Context: an optimization exercise on an open-source flow, tuned for small area, a short achievable clock period and few clock cycles per item. The choices shown serve that exercise and are no tape-out recipe. The RTL was checked by simulation tests, not by an equivalence proof against the original design. Power figures rest on the tool's default switching activity, not on a simulated workload.

Setup of v3:
// pi_speed_controller_with_position_core
module pi_speed_controller_with_position_core #(
    parameter int GEAR_MODULUS   = pisc_pkg::GEAR_MODULUS_DEF,
    parameter int INTEGRAL_LIMIT = pisc_pkg::INTEGRAL_LIMIT_DEF
) (
    input  logic                          i_clk,
    input  logic                          i_rst_n,
    input  logic                          i_s_tvalid,
    output logic                          o_s_tready,
    input  logic [pisc_pkg::IN_W-1:0]     i_s_tdata,
    output logic                          o_m_tvalid,
    input  logic                          i_m_tready,
    output logic [pisc_pkg::OUT_W-1:0]    o_m_tdata,
    input  logic                          psel,
    input  logic                          penable,
    input  logic                          pwrite,
    input  logic [pisc_pkg::APB_AW-1:0]   paddr,
    input  logic [pisc_pkg::APB_DW-1:0]   pwdata,
    output logic [pisc_pkg::APB_DW-1:0]   prdata,
    output logic                          pready
);
    localparam logic [23:0] W_RST = 24'((pisc_pkg::PWM_PERIOD_RST * 4096 + 24) / 25);
    logic [7:0]  r_kp;
    logic [7:0]  r_ki;
    logic [15:0] r_per;
    logic        w_cfg_wr;
    assign pready   = 1'b1;
    assign w_cfg_wr = psel && penable && pwrite;
    always_ff @(posedge i_clk) begin
        if (!i_rst_n) begin
            r_kp  <= pisc_pkg::PROP_GAIN_RST;
            r_ki  <= pisc_pkg::INTEG_GAIN_RST;
            r_per <= pisc_pkg::PWM_PERIOD_RST;
        end else if (w_cfg_wr) begin
            case (paddr[3:2])
                2'd0: r_kp  <= pwdata[7:0];
                2'd1: r_ki  <= pwdata[7:0];
                2'd2: r_per <= pwdata[15:0];
                default: ;
            endcase
        end
    end
    always_comb begin
        case (paddr[3:2])
            2'd0:    prdata = {24'd0, r_kp};
            2'd1:    prdata = {24'd0, r_ki};
            2'd2:    prdata = {16'd0, r_per};
  ...
==> flow/config.mk <==
export PLATFORM = sky130hd
export DESIGN_NAME = pi_speed_controller_with_position_core
export DESIGN_NICKNAME = pi_speed_controller_with_position_core
export VERILOG_FILES = /design/flow/design.v
export SDC_FILE = /design/flow/constraint.sdc
export NUM_CORES = 4
export LEC_CHECK = 0
export CAP_MARGIN = 20
export CORE_MARGIN = 2
export CORE_UTILIZATION = 60
export CTS_BUF_LIST = sky130_fd_sc_hd__clkbuf_16
export CTS_CLUSTER_DIAMETER = 80
export CTS_CLUSTER_SIZE = 20
export SETUP_SLACK_MARGIN = 5.0
export SLEW_MARGIN = 20
export TNS_END_PERCENT = 20
==> flow/constraint.sdc <==
create_clock -name core_clock -period 10.0 [get_ports {i_clk}]
set_input_delay 2.0000 -clock core_clock [delete_from_list [all_inputs] [get_ports {i_clk}]]
set_output_delay 2.0000 -clock core_clock [all_outputs]
set_load 0.01 [all_outputs]
standard.sh (not shown) runs the stock make flow with config.mk's settings and CLKGATE_MAP_FILE= SYNTH_SCRIPT=/design/flow/synth_recipe.tcl, a recipe that flattens the netlist after the stock synthesis.
==> flow/flow/run.sh <==
#!/bin/bash
# The standard layout, with plain buf_1 cells as the port buffers (the
# standard flow's buffer_ports picks a slow delay cell for them).
set -euo pipefail
export BUFFER_PORTS_ARGS="-buffer_cell sky130_fd_sc_hd__buf_1"
bash standard.sh > standard.log 2>&1
Testbench counts of v3, summed over its fixed seeds: cycles 2,080, items 2,048.
Inputs modified between v3 and v46:
Settings: SETUP_SLACK_MARGIN no longer set, was 5.0; TNS_END_PERCENT no longer set, was 20.
==> flow/flow/run.sh <==
#!/bin/bash
# The standard layout, with plain buf_1 cells as the port buffers (the
# standard flow's buffer_ports picks a slow delay cell for them) and timing
# repair aiming 5.6 ns past the clock constraint.
set -euo pipefail
export BUFFER_PORTS_ARGS="-buffer_cell sky130_fd_sc_hd__buf_1"
export SETUP_SLACK_MARGIN=5.6
bash standard.sh > standard.log 2>&1
==> comparison <==
- Between v3 and v46, the global router's overall resource usage is lower for v3.
- Final total power: v46 worse than v3
- | relative contribution of the clock network to total power | v46 vs v3 | 0.3 points lower |
- Looking at first-pass GRT wire length across v3 and v46, the one that comes out lower is v3.
- v46 ended up with r_btwo3[2] as its end point of the critical path; v3 ended up with r_btwo3[1].
What v12 does differently from v46 at the input level:
Settings: CTS_CLUSTER_SIZE: 20 -> 24; SETUP_SLACK_MARGIN: unset -> 5.0; CAP_MARGIN: 20 -> 10; TNS_END_PERCENT: unset -> 5; SLEW_MARGIN: 20 -> 10; CTS_CLUSTER_DIAMETER: 80 -> 90.
==> flow/flow/run.sh <==
#!/bin/bash
# The standard layout, with plain buf_1 cells as the port buffers (the
# standard flow's buffer_ports picks a slow delay cell for them).
set -euo pipefail
export BUFFER_PORTS_ARGS="-buffer_cell sky130_fd_sc_hd__buf_1"
bash standard.sh > standard.log 2>&1
Notes after the runs:
Compared with v46, v12 ends up with a smaller final cell area. Re power: v46 was higher than v12. The more densely filled core belongs to v46, not v12. v12: part of the total power dissipated in the clock network 1.1 points below v46. Largest net degree at the start of global routing (lower): v46. Compared with v46, v12 shows a lower power dissipated by switching net loads. Summary of v12 over v46: required time at the worst-slack endpoint went down by 0.14 ns, global-route usage went down by 2.6 points.
Here is what was changed in the inputs of v13 compared with v12.
Settings: CTS_CLUSTER_DIAMETER changed from 90 to 80; CAP_MARGIN changed from 10 to 20; PLACE_DENSITY newly set to 0.7; CTS_CLUSTER_SIZE changed from 24 to 20; TNS_END_PERCENT changed from 5 to 20; CORE_UTILIZATION changed from 60 to 65; SLEW_MARGIN changed from 10 to 20.
Going from v12 to v13, initial cell density of the core rose by 5.0 points, setup slack after layout stayed essentially flat. Post-route clock period utilization: v12 vs v13, no meaningful difference.

---

nickel:
pi_speed_controller_with_position_core again, from the RTL that the note above started with.
Settings: LEC_CHECK=0, CAP_MARGIN=20, CORE_MARGIN=2, CORE_UTILIZATION=60, CTS_BUF_LIST=sky130_fd_sc_hd__clkbuf_16, CTS_CLUSTER_DIAMETER=80, CTS_CLUSTER_SIZE=20, SETUP_SLACK_MARGIN=5.0, SLEW_MARGIN=20; clock period 10.0 ns.
==> flow/flow/run.sh <==
#!/bin/bash
# The standard layout, with plain buf_1 cells as the port buffers (the
# standard flow's buffer_ports picks a slow delay cell for them).
set -euo pipefail
export BUFFER_PORTS_ARGS="-buffer_cell sky130_fd_sc_hd__buf_1"
bash standard.sh > standard.log 2>&1
Testbench counts of nickel, summed over its fixed seeds: cycles 2,080, items 2,048.
Here is what was changed in the inputs of lagoon compared with nickel.
- TNS_END_PERCENT: unset -> 5
- SLEW_MARGIN: 20 -> 10
- CAP_MARGIN: 20 -> 10
Results
Delta (lagoon minus nickel): final cell count -32, clock share of power +0.5 points, fraction of the core area covered by cells at the end of the flow -1.2 points.
[inputs] yarrow vs lagoon
- a change of CAP_MARGIN from 10 to 5
- a change of SLEW_MARGIN from 10 to 5
- a change of TNS_END_PERCENT from 5 to 0
--- outcome ---
Delta (yarrow minus lagoon): proportion of register bits with asynchronous set or reset after synthesis roughly the same, sum of routed wire segments on met1 now sits at about the same level, least setup slack across all paths after layout went down, post-route clock period utilization climbed 0.41 points.
Status: number of placed instances, taps included parity (yarrow, lagoon)
Between yarrow and lagoon, critical path arrival is higher for yarrow, lagoon comes in under that.
diff inputs: yarrow => zinc
- a change of CAP_MARGIN from 5 to 10
- a change of SLEW_MARGIN from 5 to 10
- a change of CTS_CLUSTER_SIZE from 20 to 26
- a change of CTS_CLUSTER_DIAMETER from 80 to 100
- a deleted TNS_END_PERCENT that had been 0
Power consumption (higher): yarrow. Compared with yarrow, weighted congestion reported at the end of routability-driven placement in zinc decreased slightly. Per the comparison of zinc with yarrow, fraction of power consumed by combinational cells rose 2.3 points, worst setup slack fell 0.0067 ns, delay of the slowest cell on the worst path rose 0.20 ns, worst-case headroom to the max-slew limit rose 1.1 points.

[re-timing with driven ports]
Ports are ideal in the flow. The routed layouts listed here were re-timed in OpenROAD.
Step 1: set_driving_cell puts a clkbuf_16 on i_clk and a buf_2 on each other input, an assumption about the parent block.
Step 2 also shifts input and output timing later by t, the mid clock arrival at the registers, as if the neighbouring blocks saw the same clock.
Slacks: ideal ports / drivers / drivers and shift; pairs: ideal ports / drivers.
run	shift t [ns]	setup slack, ns	hold slack, ns	worst setup path after step 2
v3	0.633	5.102 / 5.077 / 4.671	0.415 / 0.415 / 0.415	input to register
v46	0.669	5.052 / 5.052 / 5.052	0.417 / 0.417 / 0.417	register to register
v12	0.617	5.054 / 5.042 / 4.765	0.418 / 0.418 / 0.418	input to register
v13	0.627	5.054 / 5.045 / 4.729	0.402 / 0.402 / 0.402	input to register
nickel	0.621	5.086 / 5.061 / 4.782	0.407 / 0.407 / 0.407	input to register
lagoon	0.635	5.066 / 5.041 / 4.761	0.409 / 0.409 / 0.409	input to register
yarrow	0.635	5.025 / 4.991 / 4.674	0.409 / 0.409 / 0.409	input to register
zinc	0.617	5.019 / 5.019 / 4.782	0.409 / 0.409 / 0.409	input to register
After both steps every run listed still meets setup and hold. The setup slack of v3, which loses most, moves by -0.025 ns with the drivers and by -0.431 ns with both steps.
